This design comes from an exercise in tuning for small area on the open sky130 flow, not from production work.
Only simulation tests tie the RTL to the original design; equivalence was not proved.
Power is estimated from default activity; no workload was simulated.

==> tundra <==
==> flow/design.v <==
`default_nettype none
package pipe_pkg;
	typedef logic [31:0] word_t;
	localparam word_t nop_inst = 32'h0000_0013;  
	typedef logic [2:0] cause_t;
endpackage
`default_nettype wire
`default_nettype none
module fetch_ctl (
	input logic reset,
	input logic flush,
	input logic stall,
	input logic icache_stall,
	input pipe_pkg::cause_t exc,
	output logic clear,       
	output logic take_pc,     
	output logic keep_pc,     
	output logic take_inst,   
	output logic keep_inst,   
	output logic set_flush    
);
	logic has_exc;
	assign has_exc = |exc;
	assign clear = reset || flush;
	assign take_pc = !clear && (has_exc || (!stall && !icache_stall));
	assign keep_pc = !clear && !has_exc && (stall || icache_stall);
	assign take_inst = !clear && !has_exc && !stall && !icache_stall;
	assign keep_inst = !clear && !has_exc && stall;
	assign set_flush = flush && !reset;
endmodule
module fetch_latch #(
	parameter pipe_pkg::word_t pc_initial = 32'h0000_1000
) (
	input logic clk,
	input logic reset,
	input logic flush,
	input logic stall,
	input logic icache_stall,
	input pipe_pkg::cause_t exc,
	input logic [65:0] slot_in,
	output logic [65:0] slot,
	output pipe_pkg::cause_t cause,
	output pipe_pkg::word_t addr  
);
	logic clear, take_pc, keep_pc, take_inst, keep_inst, set_flush;
	fetch_ctl i_ctl (
		.reset(reset), .flush(flush), .stall(stall), .icache_stall(icache_stall), .exc(exc),
		.clear(clear), .take_pc(take_pc), .keep_pc(keep_pc), .take_inst(take_inst),
		.keep_inst(keep_inst), .set_flush(set_flush)
	);
	pipe_pkg::word_t pc_or_addr_n;  
	pipe_pkg::word_t pc_or_addr;
	assign pc_or_addr = ~pc_or_addr_n;
	pipe_pkg::word_t inst;
	logic psw;
	logic is_flush;
	pipe_pkg::cause_t c;
	always_ff @(posedge clk) begin
		pc_or_addr_n <= (~slot_in[65:34] & {32{take_pc}}) | (pc_or_addr_n & {32{keep_pc}})
			| (~pc_initial & {32{clear}});
		inst <= (slot_in[33:2] & {32{take_inst}}) | (inst & {32{keep_inst}})
			| (pipe_pkg::nop_inst & {32{!take_inst && !keep_inst}});
		psw <= (slot_in[1] & take_pc) | (psw & keep_pc);
		is_flush <= (slot_in[0] & take_inst) | (is_flush & keep_pc) | set_flush;
		c <= (exc & {3{!clear}}) | (c & {3{keep_pc}});
	end
	logic held;
	assign held = |c;
	assign slot = {held ? pc_initial : pc_or_addr, inst, psw, is_flush};
	assign cause = c;
	assign addr = held ? pc_or_addr : '0;
endmodule
`default_nettype wire
`default_nettype none
module decode_ctl (
	input logic reset,
	input logic flush,
	input logic stall,
	input logic hazard,
	input pipe_pkg::cause_t exc,
	output logic idle,        
	output logic take,        
	output logic keep,        
	output logic keep_ctrl,   
	output logic set_flush,   
	output logic take_rec,    
	output logic keep_rec     
);
	logic clear, has_exc;
	assign clear = reset || flush;
	assign has_exc = |exc;
	assign idle = clear || has_exc;
	assign take = !idle && !stall && !hazard;
	assign keep = !idle && (stall || hazard);
	assign keep_ctrl = !idle && stall;
	assign set_flush = flush && !reset;
	assign take_rec = !clear && (has_exc || !stall);
	assign keep_rec = !clear && !has_exc && stall;
endmodule
module decode_latch #(
	parameter pipe_pkg::word_t pc_initial = 32'h0000_1000
) (
	input logic clk,
	input logic reset,
	input logic flush,
	input logic stall,
	input logic hazard,
	input pipe_pkg::cause_t exc,
	input logic [147:0] slot_in,
	input pipe_pkg::cause_t cause_in,
	input pipe_pkg::word_t addr_in,
	output logic [147:0] slot,
	output pipe_pkg::cause_t cause,
	output pipe_pkg::word_t addr
);
	localparam logic [147:0] dx_idle = {pc_initial, 116'd0};
	logic idle, take, keep, keep_ctrl, set_flush, take_rec, keep_rec;
	decode_ctl i_ctl (
		.reset(reset), .flush(flush), .stall(stall), .hazard(hazard), .exc(exc),
		.idle(idle), .take(take), .keep(keep), .keep_ctrl(keep_ctrl), .set_flush(set_flush),
		.take_rec(take_rec), .keep_rec(keep_rec)
	);
	logic [147:0] keep_v;
	assign keep_v = {{128{keep}}, {18{keep_ctrl}}, keep, keep};
	pipe_pkg::cause_t cause_new;
	assign cause_new = cause_in | (exc & {3{!(|cause_in)}});
	always_ff @(posedge clk) begin
		slot[147:1] <= (slot_in[147:1] & {147{take}}) | (slot[147:1] & keep_v[147:1])
			| (dx_idle[147:1] & {147{idle}});
		slot[0] <= (slot_in[0] & take) | (slot[0] & keep) | set_flush;
		cause <= (cause_new & {3{take_rec}}) | (cause & {3{keep_rec}});
		addr <= (addr_in & {32{take_rec}}) | (addr & {32{keep_rec}});
	end
endmodule
`default_nettype wire
`default_nettype none
module execute_ctl (
	input logic reset,
	input logic flush,
	input logic stall,
	input pipe_pkg::cause_t exc,
	output logic idle,        
	output logic take,        
	output logic keep,        
	output logic set_flush,   
	output logic take_rec,    
	output logic keep_rec     
);
	logic clear, has_exc;
	assign clear = reset || flush;
	assign has_exc = |exc;
	assign idle = clear || has_exc;
	assign take = !idle && !stall;
	assign keep = !idle && stall;
	assign set_flush = flush && !reset;
	assign take_rec = !clear && (has_exc || !stall);
	assign keep_rec = !clear && !has_exc && stall;
endmodule
module execute_latch #(
	parameter pipe_pkg::word_t pc_initial = 32'h0000_1000
) (
	input logic clk,
	input logic reset,
	input logic flush,
	input logic stall,
	input pipe_pkg::cause_t exc,
	input logic [107:0] slot_in,
	input pipe_pkg::cause_t cause_in,
	input pipe_pkg::word_t addr_in,
	output logic [107:0] slot,
	output pipe_pkg::cause_t cause,
	output pipe_pkg::word_t addr
);
	localparam logic [107:0] xm_idle = {pc_initial, 76'd0};
	logic idle, take, keep, set_flush, take_rec, keep_rec;
	execute_ctl i_ctl (
		.reset(reset), .flush(flush), .stall(stall), .exc(exc),
		.idle(idle), .take(take), .keep(keep), .set_flush(set_flush),
		.take_rec(take_rec), .keep_rec(keep_rec)
	);
	pipe_pkg::cause_t cause_new;
	assign cause_new = cause_in | (exc & {3{!(|cause_in)}});
	always_ff @(posedge clk) begin
		slot[107:1] <= (slot_in[107:1] & {107{take}}) | (slot[107:1] & {107{keep}})
			| (xm_idle[107:1] & {107{idle}});
		slot[0] <= (slot_in[0] & take) | (slot[0] & keep) | set_flush;
		cause <= (cause_new & {3{take_rec}}) | (cause & {3{keep_rec}});
		addr <= (addr_in & {32{take_rec}}) | (addr & {32{keep_rec}});
	end
endmodule
`default_nettype wire
`default_nettype none
module writeback_ctl (
	input logic reset,
	input logic flush,
	input logic stall,
	input pipe_pkg::cause_t exc,
	input pipe_pkg::cause_t cause_in,
	output logic take,        
	output logic keep,        
	output logic set_flush,   
	output logic pass_rec,    
	output logic new_rec      
);
	logic clear, has_exc, exc_here;
	assign clear = reset || flush;
	assign has_exc = |exc;
	assign exc_here = !clear && has_exc;
	assign take = !clear && !has_exc && !stall;
	assign keep = !clear && !has_exc && stall;
	assign set_flush = flush && !reset;
	assign pass_rec = exc_here && cause_in == 3'd1;
	assign new_rec = exc_here && cause_in == 3'd0 && (exc == 3'd1 || exc == 3'd2);
endmodule
module writeback_latch (
	input logic clk,
	input logic reset,
	input logic flush,
	input logic stall,
	input logic is_ecall,
	input pipe_pkg::cause_t exc,
	input pipe_pkg::word_t mem_addr,
	input logic [71:0] slot_in,
	input pipe_pkg::cause_t cause_in,
	input pipe_pkg::word_t addr_in,
	output logic [71:0] slot,
	output logic [95:0] rec
);
	logic take, keep, set_flush, pass_rec, new_rec;
	writeback_ctl i_ctl (
		.reset(reset), .flush(flush), .stall(stall), .exc(exc), .cause_in(cause_in),
		.take(take), .keep(keep), .set_flush(set_flush), .pass_rec(pass_rec), .new_rec(new_rec)
	);
	logic [2:0] m;
	pipe_pkg::word_t a;
	logic [2:0] m_take;
	assign m_take = is_ecall ? 3'd7 : cause_in;
	always_ff @(posedge clk) begin
		slot[71:1] <= (slot_in[71:1] & {71{take}}) | (slot[71:1] & {71{keep}});
		slot[0] <= (slot_in[0] & take) | (slot[0] & keep) | set_flush;
		m <= (m_take & {3{take}}) | ({2'b00, pass_rec}) | ({1'b1, exc[1:0]} & {3{new_rec}})
			| (m & {3{keep}});
		a <= (addr_in & {32{take || pass_rec}}) | (mem_addr & {32{new_rec}}) | (a & {32{keep}});
	end
	logic ecall, epc_zero;
	pipe_pkg::cause_t c;
	assign ecall = m == 3'd7;
	assign epc_zero = m == 3'd5 || m == 3'd6;
	assign c = {m[2] && !epc_zero, m[1:0]};
	pipe_pkg::word_t epc;
	assign epc = epc_zero ? '0 : {a[31:2] + {29'd0, ecall}, a[1:0]};
	assign rec = {ecall ? slot[66:35] : {29'd0, c}, a, epc};
endmodule
`default_nettype wire
`default_nettype none
module pipe_latches #(
	parameter pipe_pkg::word_t pc_initial = 32'h0000_1000
) (
	input logic clk,
	input logic reset,
	input logic flush,
	input logic stall,
	input logic icache_stall,
	input logic hazard,
	input logic [65:0] fd_in,
	input logic [147:0] dx_in,
	input logic [107:0] xm_in,
	input logic [71:0] mw_in,
	input logic [31:0] fd_exc,
	input logic [31:0] dx_exc,
	input logic [31:0] xm_exc,
	input logic [31:0] mw_exc,
	input logic [31:0] mem_addr,
	output logic [65:0] fd_out,
	output logic [147:0] dx_out,
	output logic [107:0] xm_out,
	output logic [71:0] mw_out,
	output logic [95:0] fd_rec,
	output logic [95:0] dx_rec,
	output logic [95:0] xm_rec,
	output logic [95:0] mw_rec
);
	pipe_pkg::cause_t fd_cause, dx_cause, xm_cause;
	pipe_pkg::word_t fd_addr, dx_addr, xm_addr;
	fetch_latch #(.pc_initial(pc_initial)) i_fetch_latch (
		.clk(clk),
		.reset(reset),
		.flush(flush),
		.stall(stall),
		.icache_stall(icache_stall),
		.exc(fd_exc[2:0]),
		.slot_in(fd_in),
		.slot(fd_out),
		.cause(fd_cause),
		.addr(fd_addr)
	);
	decode_latch #(.pc_initial(pc_initial)) i_decode_latch (
		.clk(clk),
		.reset(reset),
		.flush(flush),
		.stall(stall),
		.hazard(hazard),
		.exc(dx_exc[2:0]),
		.slot_in(dx_in),
		.cause_in(fd_cause),
		.addr_in(fd_addr),
		.slot(dx_out),
		.cause(dx_cause),
		.addr(dx_addr)
	);
	execute_latch #(.pc_initial(pc_initial)) i_execute_latch (
		.clk(clk),
		.reset(reset),
		.flush(flush),
		.stall(stall),
		.exc(xm_exc[2:0]),
		.slot_in(xm_in),
		.cause_in(dx_cause),
		.addr_in(dx_addr),
		.slot(xm_out),
		.cause(xm_cause),
		.addr(xm_addr)
	);
	writeback_latch i_writeback_latch (
		.clk(clk),
		.reset(reset),
		.flush(flush),
		.stall(stall),
		.is_ecall(xm_in[2]),  
		.exc(mw_exc[2:0]),
		.mem_addr(mem_addr),
		.slot_in(mw_in),
		.cause_in(xm_cause),
		.addr_in(xm_addr),
		.slot(mw_out),
		.rec(mw_rec)
	);
	assign fd_rec = {29'd0, fd_cause, fd_addr, fd_addr};
	assign dx_rec = {29'd0, dx_cause, dx_addr, dx_addr};
	assign xm_rec = {29'd0, xm_cause, xm_addr, xm_addr};
endmodule
`default_nettype wire
==> flow/flow/run.sh <==
#!/bin/bash
# The standard layout, with every port buffered by the smallest buffer (buf_1) instead of the
# cell buffer_ports picks by default, I/O pins one routing track apart instead of two so that
# the ports fit around a smaller die, clock tree synthesis without dummy loads, and the
# synthesized tie cell left to drive all constant outputs (no per-load tie duplication).
# Everything else is the standard.sh unchanged; ORFS's logs stay under orfs/logs.
set -euo pipefail
bash standard.sh "BUFFER_PORTS_ARGS=-buffer_cell sky130_fd_sc_hd__buf_1" \
	"PLACE_PINS_ARGS=-min_distance 1 -min_distance_in_tracks" SKIP_REPAIR_TIE_FANOUT=1 \
	"CTS_ARGS=-sink_clustering_enable -repair_clock_nets -buf_list sky130_fd_sc_hd__clkbuf_4 -sink_clustering_size 10 -sink_clustering_max_diameter 40 -dont_use_dummy_load" \
	finish > make_finish.log 2>&1
==> flow/standard.sh <==
#!/bin/bash
# synth_recipe.tcl (not shown) runs the flow's synth.tcl, then flattens the netlist and writes it again
# the make line also repeats each setting of config.mk as NAME=value (left out here)
make -C /OpenROAD-flow-scripts/flow DESIGN_CONFIG=/design/flow/config.mk WORK_HOME=/design/flow/orfs CLKGATE_MAP_FILE= SYNTH_SCRIPT=/design/flow/synth_recipe.tcl "${@:-finish}"
==> flow/config.mk <==
export PLATFORM = sky130hd
export DESIGN_NAME = pipe_latches
export DESIGN_NICKNAME = pipe_latches
export VERILOG_FILES = /design/flow/design.v
export SDC_FILE = /design/flow/constraint.sdc
export NUM_CORES = 4
export LEC_CHECK = 0
export CAP_MARGIN = 20
export CORE_AREA = 5 5 245 145
export DIE_AREA = 0 0 250 150
export SLEW_MARGIN = 20
export SYNTH_HIERARCHICAL = 1
export SYNTH_MINIMUM_KEEP_SIZE = 0
==> flow/constraint.sdc <==
create_clock -name core_clock -period 5.0 [get_ports {clk}]
set_input_delay 1.0000 -clock core_clock [delete_from_list [all_inputs] [get_ports {clk}]]
set_output_delay 1.0000 -clock core_clock [all_outputs]
set_load 0.01 [all_outputs]
==> yarrow: changes against tundra <==
==> flow/design.v, changed modules only <==
module fetch_latch #(
	parameter pipe_pkg::word_t pc_initial = 32'h0000_1000
) (
	input logic clk,
	input logic reset,
	input logic flush,
	input logic stall,
	input logic icache_stall,
	input pipe_pkg::cause_t exc,
	input logic [65:0] slot_in,
	output logic [65:0] slot,
	output pipe_pkg::cause_t cause,
	output pipe_pkg::word_t addr  
);
	logic clear, take_pc, keep_pc, take_inst, keep_inst, set_flush;
	fetch_ctl i_ctl (
		.reset(reset), .flush(flush), .stall(stall), .icache_stall(icache_stall), .exc(exc),
		.clear(clear), .take_pc(take_pc), .keep_pc(keep_pc), .take_inst(take_inst),
		.keep_inst(keep_inst), .set_flush(set_flush)
	);
	pipe_pkg::word_t pc_or_addr;
	pipe_pkg::word_t inst;
	logic psw;
	logic is_flush;
	pipe_pkg::cause_t c;
	always_ff @(posedge clk) begin
		pc_or_addr <= (slot_in[65:34] & {32{take_pc}}) | (pc_or_addr & {32{keep_pc}})
			| (pc_initial & {32{clear}});
		inst <= (slot_in[33:2] & {32{take_inst}}) | (inst & {32{keep_inst}})
			| (pipe_pkg::nop_inst & {32{!take_inst && !keep_inst}});
		psw <= (slot_in[1] & take_pc) | (psw & keep_pc);
		is_flush <= (slot_in[0] & take_inst) | (is_flush & keep_pc) | set_flush;
		c <= (exc & {3{!clear}}) | (c & {3{keep_pc}});
	end
	logic held;
	assign held = |c;
	assign slot = {held ? pc_initial : pc_or_addr, inst, psw, is_flush};
	assign cause = c;
	assign addr = held ? pc_or_addr : '0;
endmodule
==> flow/flow/run.sh (replaced) <==
#!/bin/bash
# The standard layout, with every port buffered by the smallest buffer (buf_1) instead of the
# cell buffer_ports picks by default, I/O pins one routing track apart instead of two so that
# the ports fit around a smaller die, and clock tree synthesis without dummy loads.
# Everything else is the standard.sh unchanged; ORFS's logs stay under orfs/logs.
set -euo pipefail
bash standard.sh "BUFFER_PORTS_ARGS=-buffer_cell sky130_fd_sc_hd__buf_1" \
	"PLACE_PINS_ARGS=-min_distance 1 -min_distance_in_tracks" \
	"CTS_ARGS=-sink_clustering_enable -repair_clock_nets -buf_list sky130_fd_sc_hd__clkbuf_4 -sink_clustering_size 10 -sink_clustering_max_diameter 40 -dont_use_dummy_load" \
	finish > make_finish.log 2>&1
- CORE_AREA: 5 5 245 145 -> 5 5 255 125
- DIE_AREA: 0 0 250 150 -> 0 0 260 130
==> summary of the runs <==
tundra produced a clean layout. yarrow went through all stages and came out clean. Critical path depth: yarrow is higher than tundra (1). Against tundra, the power of yarrow is smaller by 1.1%. Between yarrow and tundra, the lower worst setup slack is in yarrow (gap 0.074 ns). Against yarrow, the synthesized cell count of tundra is larger by about 2.3%. Hold slack: tundra is lower than yarrow (0.053 ns).
==> figures <==
| item | tundra | yarrow |
|---|---|---|
| Seq area share | 0.460 | 0.452 |
| Total number of tap cells | 450 | 405 |
| Wire length of the first global-routing pass | 105000 um | 98900 um |
| Placed cell area | 21400 sq um | 21700 sq um |
| Simple-gate area share of the yosys netlist | 0.0669 | 0.0737 |
| Switching component of the power | 1600 uW | 1540 uW |
| Pin count of the biggest net entering global routing | 108 | 131 |
| Run status | complete, no violations | complete, no violations |
| Met2 global-route usage | 0.547 | 0.590 |
| Cell variety after synth | 51 | 52 |
| Area share of fa/ha/maj cells after synthesis | 0.00135 | 0.00135 |

[static timing again, ports no longer ideal]
No port has a modelled driver above. Below, the same layouts with a new extraction and two added sets of constraints. Step 1 assumes that a clkbuf_16 drives the clock port and a buf_2 every other input. Step 2 also shifts input and output timing later by t, the mid clock arrival at the registers, as if the neighbouring blocks saw the same clock. Slacks: ideal / step 1 / step 2; pairs: ideal / step 1.
run | t (ns) | slack for setup (ns) | worst setup path at the end | worst data-port slew with drivers (ns) | cell pins on the clock port's net
tundra | 0.806 | 0.746 / 0.694 / 1.407 | input to register | 0.13 | 1
yarrow | 0.776 | 0.672 / 0.622 / 1.398 | register to output | 0.16 | 1
After both steps every run listed still meets setup and hold.
